What follows belongs to an exercise in optimizing a design on an open flow for small area, a short achievable clock period and few clock cycles per item; a production flow would make more cautious choices.
No functional check of the RTL was part of any run shown here.
Power and IR drop assume default switching activity.

--- flow/run.sh ---
#!/bin/bash
# synth_recipe.tcl (not shown) runs the flow's synth.tcl, then flattens the netlist and writes it again
# the make line also repeats each setting of config.mk as NAME=value (left out here)
make -C /OpenROAD-flow-scripts/flow DESIGN_CONFIG=/design/flow/config.mk WORK_HOME=/design/flow/orfs CLKGATE_MAP_FILE= SYNTH_SCRIPT=/design/flow/synth_recipe.tcl finish
--- flow/constraint.sdc ---
create_clock -name core_clock -period 5.3 [get_ports {i_clk}]
set_input_delay 1.0600 -clock core_clock [delete_from_list [all_inputs] [get_ports {i_clk}]]
set_output_delay 1.0600 -clock core_clock [all_outputs]
set_load 0.01 [all_outputs]
--- flow/config.mk ---
export PLATFORM = sky130hd
export DESIGN_NAME = multichannel_running_median
export DESIGN_NICKNAME = multichannel_running_median
export VERILOG_FILES = /design/flow/design.v
export SDC_FILE = /design/flow/constraint.sdc
export NUM_CORES = 4
export LEC_CHECK = 0
export ABC_CLOCK_PERIOD_IN_PS = 2300
export CAP_MARGIN = 20
export CORE_MARGIN = 2
export CORE_UTILIZATION = 40
export PLACE_DENSITY = 0.6
export SETUP_SLACK_MARGIN = 3.0
export SLEW_MARGIN = 20
--- flow/design.v ---
`default_nettype none
package mrm_pkg;
    localparam int WINDOW   = 3;
    localparam int CHANNELS = 8;
    localparam int CH_W     = 3;
    localparam int SAMPLE_W = 32;
endpackage
`default_nettype wire
`default_nettype none
module mrm_median (
    input  wire  [mrm_pkg::SAMPLE_W-1:0] i_a,
    input  wire  [mrm_pkg::SAMPLE_W-1:0] i_b,
    input  wire  [mrm_pkg::SAMPLE_W-1:0] i_c,
    output logic [mrm_pkg::SAMPLE_W-1:0] o_median
);
    logic lt_ab, lt_ac, lt_bc;
    logic pick_a, pick_b, pick_c;
    assign lt_ab = $signed(i_a) < $signed(i_b);
    assign lt_ac = $signed(i_a) < $signed(i_c);
    assign lt_bc = $signed(i_b) < $signed(i_c);
    assign pick_a = lt_ab ^ lt_ac;
    assign pick_c = !pick_a && (lt_bc != lt_ab);
    assign pick_b = !pick_a && (lt_bc == lt_ab);
    assign o_median = ({mrm_pkg::SAMPLE_W{pick_a}} & i_a) |
                      ({mrm_pkg::SAMPLE_W{pick_b}} & i_b) |
                      ({mrm_pkg::SAMPLE_W{pick_c}} & i_c);
endmodule
`default_nettype wire
`default_nettype none
module multichannel_running_median (
    input  wire                                  i_clk,
    input  wire                                  i_rst_n,
    input  wire                                  i_in_valid,
    output logic                                 i_in_ready,
    input  wire  [mrm_pkg::CH_W-1:0]             i_in_channel,
    input  wire  [mrm_pkg::SAMPLE_W-1:0]         i_in_sample,
    output logic                                 o_out_valid,
    input  wire                                  o_out_ready,
    output logic [mrm_pkg::CH_W-1:0]             o_out_channel,
    output logic [mrm_pkg::SAMPLE_W-1:0]         o_out_median
);
    localparam int NCH = mrm_pkg::CHANNELS;
    localparam int SW  = mrm_pkg::SAMPLE_W;
    localparam int CW  = mrm_pkg::CH_W;
    logic [NCH*SW-1:0] r_h0, r_h1;
    logic [NCH-1:0]    r_v0, r_v1;
    logic              r_m_valid;
    logic [CW-1:0]     r_m_channel;
    logic [SW-1:0]     r_m_a, r_m_b, r_m_c;
    logic              r_q0_valid, r_q1_valid;
    logic [CW-1:0]     r_q0_channel, r_q1_channel;
    logic [SW-1:0]     r_q0_median, r_q1_median;
    logic              r_ready;
    logic              accept, pop, m_move, m_load;
    logic [NCH-1:0]    ch_hot;
    logic [SW-1:0]     rd_a, rd_b;
    logic [SW-1:0]     median;
    assign i_in_ready    = r_ready;
    assign o_out_valid   = r_q0_valid;
    assign o_out_channel = r_q0_channel;
    assign o_out_median  = r_q0_median;
    assign accept = i_in_valid && r_ready;
    assign pop    = r_q0_valid && o_out_ready;
    assign m_move = r_m_valid && (!r_q1_valid || pop);
    assign m_load = !r_m_valid || m_move;
    always_comb begin
        rd_a = '0;
        rd_b = '0;
        for (int c = 0; c < NCH; c++) begin
            ch_hot[c] = i_in_channel == CW'(c);
            rd_a = rd_a | ({SW{ch_hot[c] && r_v0[c]}} & r_h0[c*SW +: SW]);
            rd_b = rd_b | ({SW{ch_hot[c] && r_v1[c]}} & r_h1[c*SW +: SW]);
        end
    end
    always_ff @(posedge i_clk) begin
        for (int c = 0; c < NCH; c++) begin
            if (accept && ch_hot[c]) begin
                r_h0[c*SW +: SW] <= r_h1[c*SW +: SW];
                r_h1[c*SW +: SW] <= i_in_sample;
            end
        end
    end
    always_ff @(posedge i_clk) begin
        if (!i_rst_n) begin
            r_v0 <= '0;
            r_v1 <= '0;
        end else begin
            for (int c = 0; c < NCH; c++) begin
                if (accept && ch_hot[c]) begin
                    r_v0[c] <= r_v1[c];
                    r_v1[c] <= 1'b1;
                end
            end
        end
    end
    always_ff @(posedge i_clk) begin
        if (m_load) begin
            r_m_channel <= i_in_channel;
            r_m_a       <= rd_a;
            r_m_b       <= rd_b;
            r_m_c       <= i_in_sample;
        end
    end
    mrm_median u_median (
        .i_a      (r_m_a),
        .i_b      (r_m_b),
        .i_c      (r_m_c),
        .o_median (median)
    );
    logic n_m_valid, n_q0_valid, n_q1_valid;
    always_comb begin
        n_m_valid  = accept || (r_m_valid && !m_move);
        n_q0_valid = r_q0_valid;
        n_q1_valid = r_q1_valid;
        if (pop) begin
            n_q0_valid = r_q1_valid || m_move;
            n_q1_valid = r_q1_valid && m_move;
        end else if (m_move) begin
            n_q0_valid = 1'b1;
            n_q1_valid = r_q0_valid;
        end
    end
    always_ff @(posedge i_clk) begin
        if (!i_rst_n) begin
            r_m_valid  <= 1'b0;
            r_q0_valid <= 1'b0;
            r_q1_valid <= 1'b0;
            r_ready    <= 1'b1;
        end else begin
            r_m_valid  <= n_m_valid;
            r_q0_valid <= n_q0_valid;
            r_q1_valid <= n_q1_valid;
            r_ready    <= !(n_m_valid && n_q0_valid && n_q1_valid);
        end
    end
    always_ff @(posedge i_clk) begin
        if (pop) begin
            if (r_q1_valid) begin
                r_q0_channel <= r_q1_channel;
                r_q0_median  <= r_q1_median;
            end else begin
                r_q0_channel <= r_m_channel;
                r_q0_median  <= median;
            end
        end else if (!r_q0_valid) begin
            r_q0_channel <= r_m_channel;
            r_q0_median  <= median;
        end
        if (m_move && (r_q1_valid || (r_q0_valid && !pop))) begin
            r_q1_channel <= r_m_channel;
            r_q1_median  <= median;
        end
    end
endmodule
`default_nettype wire
==> run_summary.xml, run 1 <==
<?xml version="1.0" encoding="UTF-8"?>
<metrics>
  <group name="route">
    <metric name="routed_via_density" unit="">5.99</metric>
    <metric name="starting_drc_count_in_detailed_routing" unit="">1724</metric>
    <metric name="postRouteAntennaNets" unit="">0</metric>
    <metric name="routed_wl_per_cell" unit="um">26.5</metric>
    <metric name="route.final.wire_length" unit="um">74700</metric>
    <metric name="detailroute.via_count" unit="">16900</metric>
    <metric name="drt-pass1-iter-count" unit="">6</metric>
    <metric name="route.detailed.drc" unit="">0</metric>
  </group>
  <group name="floorplan">
    <metric name="die_height" unit="um">267</metric>
    <metric name="coreArea" unit="sq um">68500</metric>
    <metric name="row_count" unit="">96</metric>
    <metric name="io-pin-count" unit="">76</metric>
    <metric name="fp.dieArea" unit="sq um">71200</metric>
    <metric name="starting_density_of_the_core" unit="%">40.3</metric>
    <metric name="chipWidth" unit="um">267</metric>
  </group>
  <group name="grt">
    <metric name="groute.usage.overall" unit="%">20.9</metric>
    <metric name="global_route.overflow_total" unit="">0</metric>
    <metric name="grt_start_max_net_pins" unit="">70</metric>
    <metric name="grt_first_pass_wirelength" unit="um">109000</metric>
    <metric name="vias_in_the_first_global_route" unit="">16500</metric>
    <metric name="antenna_found_initial" unit="">9</metric>
  </group>
  <group name="sta">
    <metric name="final_hold_viol_count" unit="">0</metric>
    <metric name="max_freq" unit="MHz">315</metric>
    <metric name="worstMarginPinSlew" unit="ns">0.937</metric>
    <metric name="worst_hold_slack" unit="ns">0.438</metric>
    <metric name="relSlewSlack" unit="%">37.5</metric>
    <metric name="worst_clock_skew" unit="ns">0.0234</metric>
    <metric name="final_period_minus_worst_setup_slack" unit="ns">3.17</metric>
    <metric name="finalSetupTns" unit="ns">0</metric>
    <metric name="rsz0062_at_grt" unit="">true</metric>
    <metric name="setup_viol" unit="">0</metric>
    <metric name="slew_violations" unit="">0</metric>
    <metric name="final_period_util" unit="%">59.8</metric>
  </group>
  <group name="power_and_ir_drop">
    <metric name="pwr-share-comb" unit="%">8.9</metric>
    <metric name="internal_power_component" unit="mW">9.31</metric>
    <metric name="clockPowerShare" unit="%">38.8</metric>
    <metric name="p_sw" unit="mW">2.78</metric>
    <metric name="irDropWorstVdd" unit="uV">251</metric>
    <metric name="cellPowerDensity" unit="nW/um^2">369</metric>
    <metric name="switching_share" unit="%">23.0</metric>
    <metric name="power.share.sequential" unit="%">52.3</metric>
    <metric name="p_leak" unit="nW">11.4</metric>
  </group>
  <group name="clock_network">
    <metric name="clock_path_buffers" unit="">3</metric>
    <metric name="clock_sink_count" unit="">701</metric>
    <metric name="clkSlewWorstSetupHoldPaths" unit="ns">0.06</metric>
    <metric name="numCtsBuffers" unit="">67</metric>
    <metric name="h-tree-depth" unit="">3</metric>
    <metric name="clock_insertion_delay_at_the_later_pin_of_the_skew_report" unit="ns">0.61</metric>
    <metric name="ctsRootBufferMaster" unit="">sky130_fd_sc_hd__clkbuf_16</metric>
    <metric name="cts_tree" unit="">built</metric>
  </group>
  <group name="worst_setup_path">
    <metric name="r2r_cells" unit="">10</metric>
    <metric name="worstReg2RegEnd" unit="">r_q0_median[15]</metric>
    <metric name="worst_r2r_startpoint" unit="">r_m_a[1]</metric>
    <metric name="criticalPathCategory" unit="">flop to flop</metric>
    <metric name="arrival" unit="ns">3.50</metric>
    <metric name="r2r_slack" unit="ns">2.13</metric>
    <metric name="worst-path-max-fanout" unit="">8</metric>
    <metric name="critical_path_required" unit="ns">5.63</metric>
    <metric name="startpoint_type" unit="">flop</metric>
    <metric name="critical_path.endpoint_type" unit="">flop</metric>
  </group>
  <group name="place">
    <metric name="placed_cells" unit="">2644</metric>
    <metric name="place_congestion" unit="">0.856</metric>
    <metric name="buffer_ports.inserted" unit="">75</metric>
    <metric name="hpwl" unit="um">42600</metric>
  </group>
  <group name="hold_path">
    <metric name="timing.hold.worst.start" unit="">r_h1[230]</metric>
    <metric name="hold_ep" unit="">r_h0[230]</metric>
    <metric name="holdCritPathClass" unit="">flop to flop</metric>
    <metric name="min_path_cells" unit="">0</metric>
  </group>
  <group name="logic_synthesis">
    <metric name="postSynthNetCount" unit="">1871</metric>
    <metric name="syn_inst" unit="">1739</metric>
    <metric name="synthDistinctLibCells" unit="">54</metric>
    <metric name="synth.avg_cell_area" unit="sq um">15.9</metric>
    <metric name="synth_most_common_cell" unit="">sky130_fd_sc_hd__edfxtp_1</metric>
    <metric name="netlist_area" unit="sq um">27600</metric>
    <metric name="yosys_register_bits" unit="">701</metric>
    <metric name="synth_top_cells_by_count" unit="">sky130_fd_sc_hd__edfxtp_1, sky130_fd_sc_hd__a22oi_1, sky130_fd_sc_hd__nor2_1, sky130_fd_sc_hd__ha_1, sky130_fd_sc_hd__clkbuf_1</metric>
    <metric name="synth_enable_flop_cells" unit="">681</metric>
    <metric name="synthTopCellsByArea" unit="">sky130_fd_sc_hd__edfxtp_1, sky130_fd_sc_hd__a22oi_1, sky130_fd_sc_hd__ha_1, sky130_fd_sc_hd__nand4_1, sky130_fd_sc_hd__nor2_1</metric>
    <metric name="synth-seq-area-share" unit="%">75.5</metric>
    <metric name="yosys_warnings" unit="">1</metric>
    <metric name="synth_top_flop_cell" unit="">sky130_fd_sc_hd__edfxtp_1</metric>
    <metric name="asyncSetResetFlopFracSynth" unit="%">0</metric>
    <metric name="yosysTopAreaCell" unit="">sky130_fd_sc_hd__edfxtp_1</metric>
    <metric name="synth.top_cell.area_share" unit="%">74.0</metric>
  </group>
  <group name="layout">
    <metric name="final_cells" unit="">2822</metric>
    <metric name="syn_to_final_growth" unit="%">18.8</metric>
    <metric name="final_layout_size_suffix_gt1_share" unit="%">16.0</metric>
    <metric name="filler_cell_count" unit="">5724</metric>
    <metric name="nNetsFinal" unit="">2018</metric>
  </group>
  <group name="run">
    <metric name="timing.max_cap.violations" unit="">0</metric>
  </group>
  <group name="status">
    <metric name="status" unit="">timing/DRC/antenna clean</metric>
  </group>
</metrics>
how the worst max path moves through the flow:
| stage | start | cells after the start | to |
|---|---|---|---|
| after detailed placement | i_in_channel[1] | 4 | r_h1[125] |
| after global placement | i_in_channel[1] | 4 | r_h1[125] |
| after CTS | r_m_a[21] | 11 | r_q0_median[30] |
| after floorplan | i_in_valid | 6 | r_v0[0] |
| after global routing | r_m_b[31] | 11 | r_q0_median[7] |
| final | r_m_a[1] | 10 | r_q0_median[15] |
final cells by class:
class	instances	area [sq um]	area share (%)
clock inverter	41	353	1.08
sequential	701	20900	63.6
clock buffer	81	1790	5.46
inverter	67	251	0.766
multi-input combinational	882	6740	20.5
timing repair buffer	167	1720	5.23
tap	882	1100	3.36
antenna	1	2.50	0.00763
cells by family after synthesis:
family	count (synthesis)	share of synthesized area, %
and+or+nand+nor	311	5.53
xor gates and xnor gates	2	0.131
DFF	701	75.5
AOI/OAI and AO/OA	464	12.1
buffers and inverters	161	2.29
muxes	7	0.272
adders and majority gates	93	4.21
sequential cells by signal, summed over array words and instances, names as in the netlist:
| name | count |
|---|---|
| r_m_channel | 3 |
| r_v1 | 8 |
| r_m_valid | 1 |
| r_q0_channel | 3 |
| r_q1_median | 32 |
| r_h0 | 256 |
| r_q0_valid | 1 |
| r_q1_channel | 3 |
| r_m_b | 32 |
| r_v0 | 8 |
| r_h1 | 256 |
| r_m_a | 32 |
| r_m_c | 32 |
| r_q0_median | 32 |
| r_ready | 1 |
| r_q1_valid | 1 |
worst max-delay path, cell delays in order, from the launching register on:
cell and delay (ns):
sky130_fd_sc_hd__edfxtp_1 0.47, sky130_fd_sc_hd__ha_1 0.33, sky130_fd_sc_hd__a2111o_1 0.40, sky130_fd_sc_hd__a32oi_2 0.26
sky130_fd_sc_hd__a31oi_2 0.15, sky130_fd_sc_hd__o21a_4 0.27, sky130_fd_sc_hd__buf_6 0.16, sky130_fd_sc_hd__xnor2_4 0.21
sky130_fd_sc_hd__a222oi_1 0.38, sky130_fd_sc_hd__buf_4 0.17, sky130_fd_sc_hd__a31oi_1 0.08
metal layers:
layer / GRT usage, % / routed length, um / vias up
li1: - / - / 7329
met1: 29.4 / 31300 / 8604
met2: 33.1 / 35000 / 849
met3: 3.81 / 6610 / 127
met4: 6.45 / 1740 / 6
met5: 0 / 30 / -
power groups by stage:
| stage | Combinational, mW | Sequential, mW | Clock [mW] |
|---|---|---|---|
| finish | 1.08 | 6.33 | 4.69 |
| global placement | 0.817 | 6.45 | 0 |
| detailed placement | 0.832 | 6.45 | 0 |
| floorplan | 0.474 | 6.46 | 0 |
| global route | 1.14 | 6.34 | 4.97 |
| CTS | 1.01 | 6.33 | 4.76 |
through the flow:
stage	power, mW	worst slack [ns]	utilization (%)	instance area, sq um
after floorplan	6.94	1.68	-	27900
after global placement	7.27	1.38	43.4	29700
after detailed placement	7.28	1.39	43.4	29700
after CTS	12.1	2.18	47.6	32600
after global routing	12.5	2.03	47.9	32800
final	12.1	2.13	47.9	32800
repair_timing:
action                                  in CTS  in global routing
pin swaps                                   76                 32
gates cloned                                10                  1
resized for setup                          207                 49
hold buffers                                 0                  0
buffers inserted                            31                 13
endpoints found under the setup margin     724                143
cells in the final DEF (no fill, tap or decap), types with 5 or more instances in the layout:
master	n
sky130_fd_sc_hd__ha_4	8
sky130_fd_sc_hd__nor2_2	6
sky130_fd_sc_hd__nor2_4	6
sky130_fd_sc_hd__clkdlybuf4s15_1	5
sky130_fd_sc_hd__clkinv_1	16
sky130_fd_sc_hd__clkinv_2	10
sky130_fd_sc_hd__clkbuf_2	12
sky130_fd_sc_hd__nor3b_2	6
sky130_fd_sc_hd__and3_1	6
sky130_fd_sc_hd__a31oi_1	33
sky130_fd_sc_hd__inv_1	64
sky130_fd_sc_hd__edfxtp_1	681
sky130_fd_sc_hd__clkbuf_1	11
sky130_fd_sc_hd__buf_4	50
sky130_fd_sc_hd__nand2b_1	5
sky130_fd_sc_hd__nor2b_1	5
sky130_fd_sc_hd__o21ai_0	28
sky130_fd_sc_hd__o21a_1	10
sky130_fd_sc_hd__a21o_1	6
sky130_fd_sc_hd__nand4_1	73
sky130_fd_sc_hd__o21ai_2	5
sky130_fd_sc_hd__ha_1	85
sky130_fd_sc_hd__buf_2	16
sky130_fd_sc_hd__buf_12	18
sky130_fd_sc_hd__and2_1	5
sky130_fd_sc_hd__clkdlybuf4s50_1	34
sky130_fd_sc_hd__buf_6	17
sky130_fd_sc_hd__a222oi_1	31
sky130_fd_sc_hd__nand3_1	5
sky130_fd_sc_hd__a21boi_1	6
sky130_fd_sc_hd__a22oi_1	255
sky130_fd_sc_hd__a21oi_1	33
sky130_fd_sc_hd__nor2_1	104
sky130_fd_sc_hd__o21ai_1	26
sky130_fd_sc_hd__dfxtp_1	18
sky130_fd_sc_hd__nand2_1	62
sky130_fd_sc_hd__clkbuf_16	71
==> run 2: changes to the inputs <==
--- a/flow/config.mk
+++ b/flow/config.mk
@@ -5,10 +5,8 @@
 export SDC_FILE = /design/flow/constraint.sdc
 export NUM_CORES = 4
 export LEC_CHECK = 0
-export ABC_CLOCK_PERIOD_IN_PS = 2300
 export CAP_MARGIN = 20
 export CORE_MARGIN = 2
 export CORE_UTILIZATION = 40
 export PLACE_DENSITY = 0.6
-export SETUP_SLACK_MARGIN = 3.0
 export SLEW_MARGIN = 20
==> run 2 against run 1 <==
  * Combinational power shrank 24%
  * Sequential share of layout area rose by 1.9 points
  * Via count fell by 3.6%
  * Core utilization decreased by 1.4 points
  * Largest cell class unchanged
==> run_summary.xml, run 2 <==
<?xml version="1.0" encoding="UTF-8"?>
<metrics>
  <group name="sta">
    <metric name="max_freq" unit="MHz">241</metric>
    <metric name="final_hold_viol_count" unit="">0</metric>
    <metric name="relSlewSlack" unit="%">37.8</metric>
    <metric name="rsz0062_at_grt" unit="">false</metric>
    <metric name="setup_viol" unit="">0</metric>
    <metric name="slew_violations" unit="">0</metric>
    <metric name="worst_clock_skew" unit="ns">0.0229</metric>
    <metric name="final_period_util" unit="%">78.4</metric>
    <metric name="worstMarginPinSlew" unit="ns">0.927</metric>
    <metric name="finalSetupTns" unit="ns">0</metric>
    <metric name="final_period_minus_worst_setup_slack" unit="ns">4.16</metric>
  </group>
  <group name="grt">
    <metric name="grt_start_max_net_pins" unit="">68</metric>
    <metric name="grt_first_pass_wirelength" unit="um">105000</metric>
    <metric name="global_route.overflow_total" unit="">0</metric>
    <metric name="antenna_found_initial" unit="">1</metric>
    <metric name="vias_in_the_first_global_route" unit="">16100</metric>
    <metric name="groute.usage.overall" unit="%">20.2</metric>
  </group>
  <group name="route">
    <metric name="detailroute.via_count" unit="">16300</metric>
    <metric name="starting_drc_count_in_detailed_routing" unit="">1687</metric>
    <metric name="drt-pass1-iter-count" unit="">6</metric>
    <metric name="routed_wl_per_cell" unit="um">25.8</metric>
    <metric name="route.final.wire_length" unit="um">71500</metric>
    <metric name="routed_via_density" unit="">5.89</metric>
    <metric name="postRouteAntennaNets" unit="">0</metric>
    <metric name="route.detailed.drc" unit="">0</metric>
  </group>
  <group name="logic_synthesis">
    <metric name="synth.avg_cell_area" unit="sq um">15.9</metric>
    <metric name="postSynthNetCount" unit="">1871</metric>
    <metric name="adder_cell_area_share_of_the_yosys_netlist" unit="%">4.21</metric>
    <metric name="yosys_register_bits" unit="">701</metric>
    <metric name="synthTopCellsByArea" unit="">sky130_fd_sc_hd__edfxtp_1, sky130_fd_sc_hd__a22oi_1, sky130_fd_sc_hd__ha_1, sky130_fd_sc_hd__nand4_1, sky130_fd_sc_hd__nor2_1</metric>
    <metric name="synth_most_common_cell" unit="">sky130_fd_sc_hd__edfxtp_1</metric>
    <metric name="synth-seq-area-share" unit="%">75.5</metric>
    <metric name="yosysTopAreaCell" unit="">sky130_fd_sc_hd__edfxtp_1</metric>
    <metric name="yosys.area_share.simple" unit="%">5.53</metric>
    <metric name="synth_compound_area_share" unit="%">12.1</metric>
    <metric name="synth.top_cell.area_share" unit="%">74.0</metric>
    <metric name="synth_top_flop_cell" unit="">sky130_fd_sc_hd__edfxtp_1</metric>
    <metric name="xor_xnor_share_of_the_synthesized_area" unit="%">0.131</metric>
    <metric name="synth.area.mux_share" unit="%">0.272</metric>
    <metric name="synthDistinctLibCells" unit="">54</metric>
    <metric name="synth_top_cells_by_count" unit="">sky130_fd_sc_hd__edfxtp_1, sky130_fd_sc_hd__a22oi_1, sky130_fd_sc_hd__nor2_1, sky130_fd_sc_hd__ha_1, sky130_fd_sc_hd__clkbuf_1</metric>
    <metric name="syn_inst" unit="">1739</metric>
    <metric name="yosys_warnings" unit="">1</metric>
    <metric name="netlist_area" unit="sq um">27600</metric>
    <metric name="asyncSetResetFlopFracSynth" unit="%">0</metric>
    <metric name="dominant_combinational_cell_family_by_area_after_synthesis" unit="">compound AO/OA/AOI/OAI gates</metric>
    <metric name="synth_enable_flop_cells" unit="">681</metric>
  </group>
  <group name="layout">
    <metric name="layout_commonest_cell" unit="">sky130_fd_sc_hd__edfxtp_1</metric>
    <metric name="final_layout_size_suffix_gt1_share" unit="%">9.08</metric>
    <metric name="syn_to_final_growth" unit="%">15.2</metric>
    <metric name="nNetsFinal" unit="">1966</metric>
    <metric name="biggestRegsByFlops" unit="">r_h0 x256, r_h1 x256</metric>
    <metric name="commonest_cells_after_routing_fill_and_taps_aside" unit="">sky130_fd_sc_hd__edfxtp_1, sky130_fd_sc_hd__a22oi_1, sky130_fd_sc_hd__nor2_1, sky130_fd_sc_hd__ha_1, sky130_fd_sc_hd__clkdlybuf4s50_1</metric>
    <metric name="final_cells" unit="">2767</metric>
  </group>
  <group name="worst_setup_path">
    <metric name="r2r_slack" unit="ns">1.14</metric>
    <metric name="worst-path-buf-inv" unit="">1</metric>
    <metric name="cp_slowest_cell" unit="">sky130_fd_sc_hd__nor4_1</metric>
    <metric name="critical_path.endpoint_type" unit="">flop</metric>
    <metric name="critPathTopFamily" unit="">simple AND/OR/NAND/NOR gates</metric>
    <metric name="worst_path_largest_cell_delay" unit="ns">0.77</metric>
    <metric name="critical_path_required" unit="ns">5.74</metric>
    <metric name="timing.critical_path.cells" unit="">ha_1 -&gt; nand4_1 -&gt; nor4_1 -&gt; o21ai_0 -&gt; o22ai_1 -&gt; mux2_2 -&gt; nor2_2 -&gt; buf_4 -&gt; a222oi_1 -&gt; a31oi_1</metric>
    <metric name="arrival" unit="ns">4.60</metric>
    <metric name="criticalPathCategory" unit="">flop to flop</metric>
    <metric name="startpoint_type" unit="">flop</metric>
    <metric name="worst-path-max-fanout" unit="">16</metric>
  </group>
  <group name="clock_network">
    <metric name="holdBufCountCts" unit="">0</metric>
    <metric name="clkSlewWorstSetupHoldPaths" unit="ns">0.06</metric>
    <metric name="cts_tree" unit="">built</metric>
    <metric name="clock_insertion_delay_at_the_later_pin_of_the_skew_report" unit="ns">0.62</metric>
    <metric name="clock_sink_count" unit="">701</metric>
    <metric name="h-tree-depth" unit="">3</metric>
    <metric name="ctsRootBufferMaster" unit="">sky130_fd_sc_hd__clkbuf_16</metric>
    <metric name="clock_path_buffers" unit="">3</metric>
    <metric name="post_cts_buffers" unit="">0</metric>
    <metric name="numCtsBuffers" unit="">68</metric>
    <metric name="postCtsResizedCells" unit="">0</metric>
  </group>
  <group name="status">
    <metric name="status" unit="">timing/DRC/antenna clean</metric>
  </group>
  <group name="place">
    <metric name="placed_cells" unit="">2646</metric>
    <metric name="place_congestion" unit="">0.870</metric>
    <metric name="hpwl" unit="um">42500</metric>
    <metric name="buffer_ports.inserted" unit="">75</metric>
  </group>
  <group name="power_and_ir_drop">
    <metric name="p_leak" unit="nW">10.9</metric>
    <metric name="cellPowerDensity" unit="nW/um^2">372</metric>
    <metric name="irDropWorstVdd" unit="uV">241</metric>
  </group>
  <group name="hold_path">
    <metric name="holdCritPathClass" unit="">flop to flop</metric>
  </group>
  <group name="floorplan">
    <metric name="die_height" unit="um">267</metric>
    <metric name="chipWidth" unit="um">267</metric>
    <metric name="fp.dieArea" unit="sq um">71200</metric>
    <metric name="starting_density_of_the_core" unit="%">40.3</metric>
    <metric name="row_count" unit="">96</metric>
    <metric name="io-pin-count" unit="">76</metric>
    <metric name="coreArea" unit="sq um">68500</metric>
  </group>
  <group name="run">
    <metric name="timing.max_cap.violations" unit="">0</metric>
  </group>
</metrics>
-- run 2: worst paths after layout --
path / startpoint / end / cells past startpoint
worst max-delay path: r_m_b[24] / r_q0_median[18] / 10
worst min-delay path: r_h1[1] / r_h0[1] / 0
worst max register to register: r_m_b[24] / r_q0_median[18] / 10
worst min register to register: r_h1[1] / r_h0[1] / 0
-- run 2: final cells by class --
class	count	area [sq um]
sequential	701	20900
clock inverter	34	323
fill	5840	36600
antenna	1	2.50
clock buffer	86	1810
multi-input combinational	877	6270
inverter	67	251
timing repair buffer	119	1220
tap	882	1100
-- run 2: kinds of logic (layout without fill, tap and decap cells) --
group | after synthesis | count (layout)
flip-flops | 701 | 701
AO/OA/AOI/OAI | 464 | 464
AND/OR/NAND/NOR | 311 | 311
buffers and inverters | 161 | 306
adder cells (fa/ha/maj) | 93 | 93
multiplexers | 7 | 7
XOR/XNOR | 2 | 2
other | 0 | 1
-- run 2: where the power goes --
| part | switching [mW] | leakage, nW | internal, mW | total [mW] |
|---|---|---|---|---|
| Combinational | 0.511 | 3.18 | 0.307 | 0.818 |
| Sequential | 0.0745 | 6.69 | 6.26 | 6.34 |
| Clock | 2.02 | 1.04 | 2.68 | 4.69 |
| Total | 2.60 | 10.9 | 9.25 | 11.8 |
-- run 2: per-stage QoR --
stage / hold WS, ns / worst slack, ns / util, % / cell area (sq um) / total power [mW]
final: 0.442 / 1.14 / 46.5 / 31800 / 11.8
after global routing: 0.452 / 0.905 / 46.5 / 31800 / 12.2
after CTS: 0.442 / 1.16 / 46.5 / 31800 / 11.9
after detailed placement: 0.434 / 1.17 / 43.4 / 29700 / 7.28
after global placement: 0.428 / 1.24 / 43.4 / 29700 / 7.26
after floorplan: 0.420 / 0.504 / - / 27600 / 6.92
-- run 2: layer usage --
layer  global-route usage (%)  up-vias  part of all wire [%]
li1                         -     7208                     -
met1                     28.0     8173                    41
met5                        0        -                 0.014
met3                     4.53       95                    11
met4                     6.62        2                   2.3
met2                     31.5      830                    46

## what the ideal ports hide
Ports are ideal in the flow. The routed layouts listed here were re-timed in OpenROAD. Step 1 assumes that a clkbuf_16 drives the clock port and a buf_2 every other input. Step 2 moves the port delays by t, midway between the first and last clock arrival at a register: inputs arrive t later, outputs are due t later. That takes back most of the time a late clock gives input paths. Slacks: no drivers / after step 1 / after step 2; pairs: no drivers / after step 1.
run | t (ns) | setup slack, ns | worst hold slack (ns) | worst setup path at the end | clock arrival spread, ns
run 1 | 0.660 | 2.129 / 2.129 / 2.056 | 0.438 / 0.438 / 0.438 | input to register | 0.027 / 0.028
run 2 | 0.667 | 1.144 / 1.144 / 1.144 | 0.442 / 0.442 / 0.442 | register to register | 0.024 / 0.025
After both steps setup and hold are still met in every run listed. For run 1, which loses most, drivers alone change the setup slack by 0.000 ns; drivers and shift together by -0.073 ns.
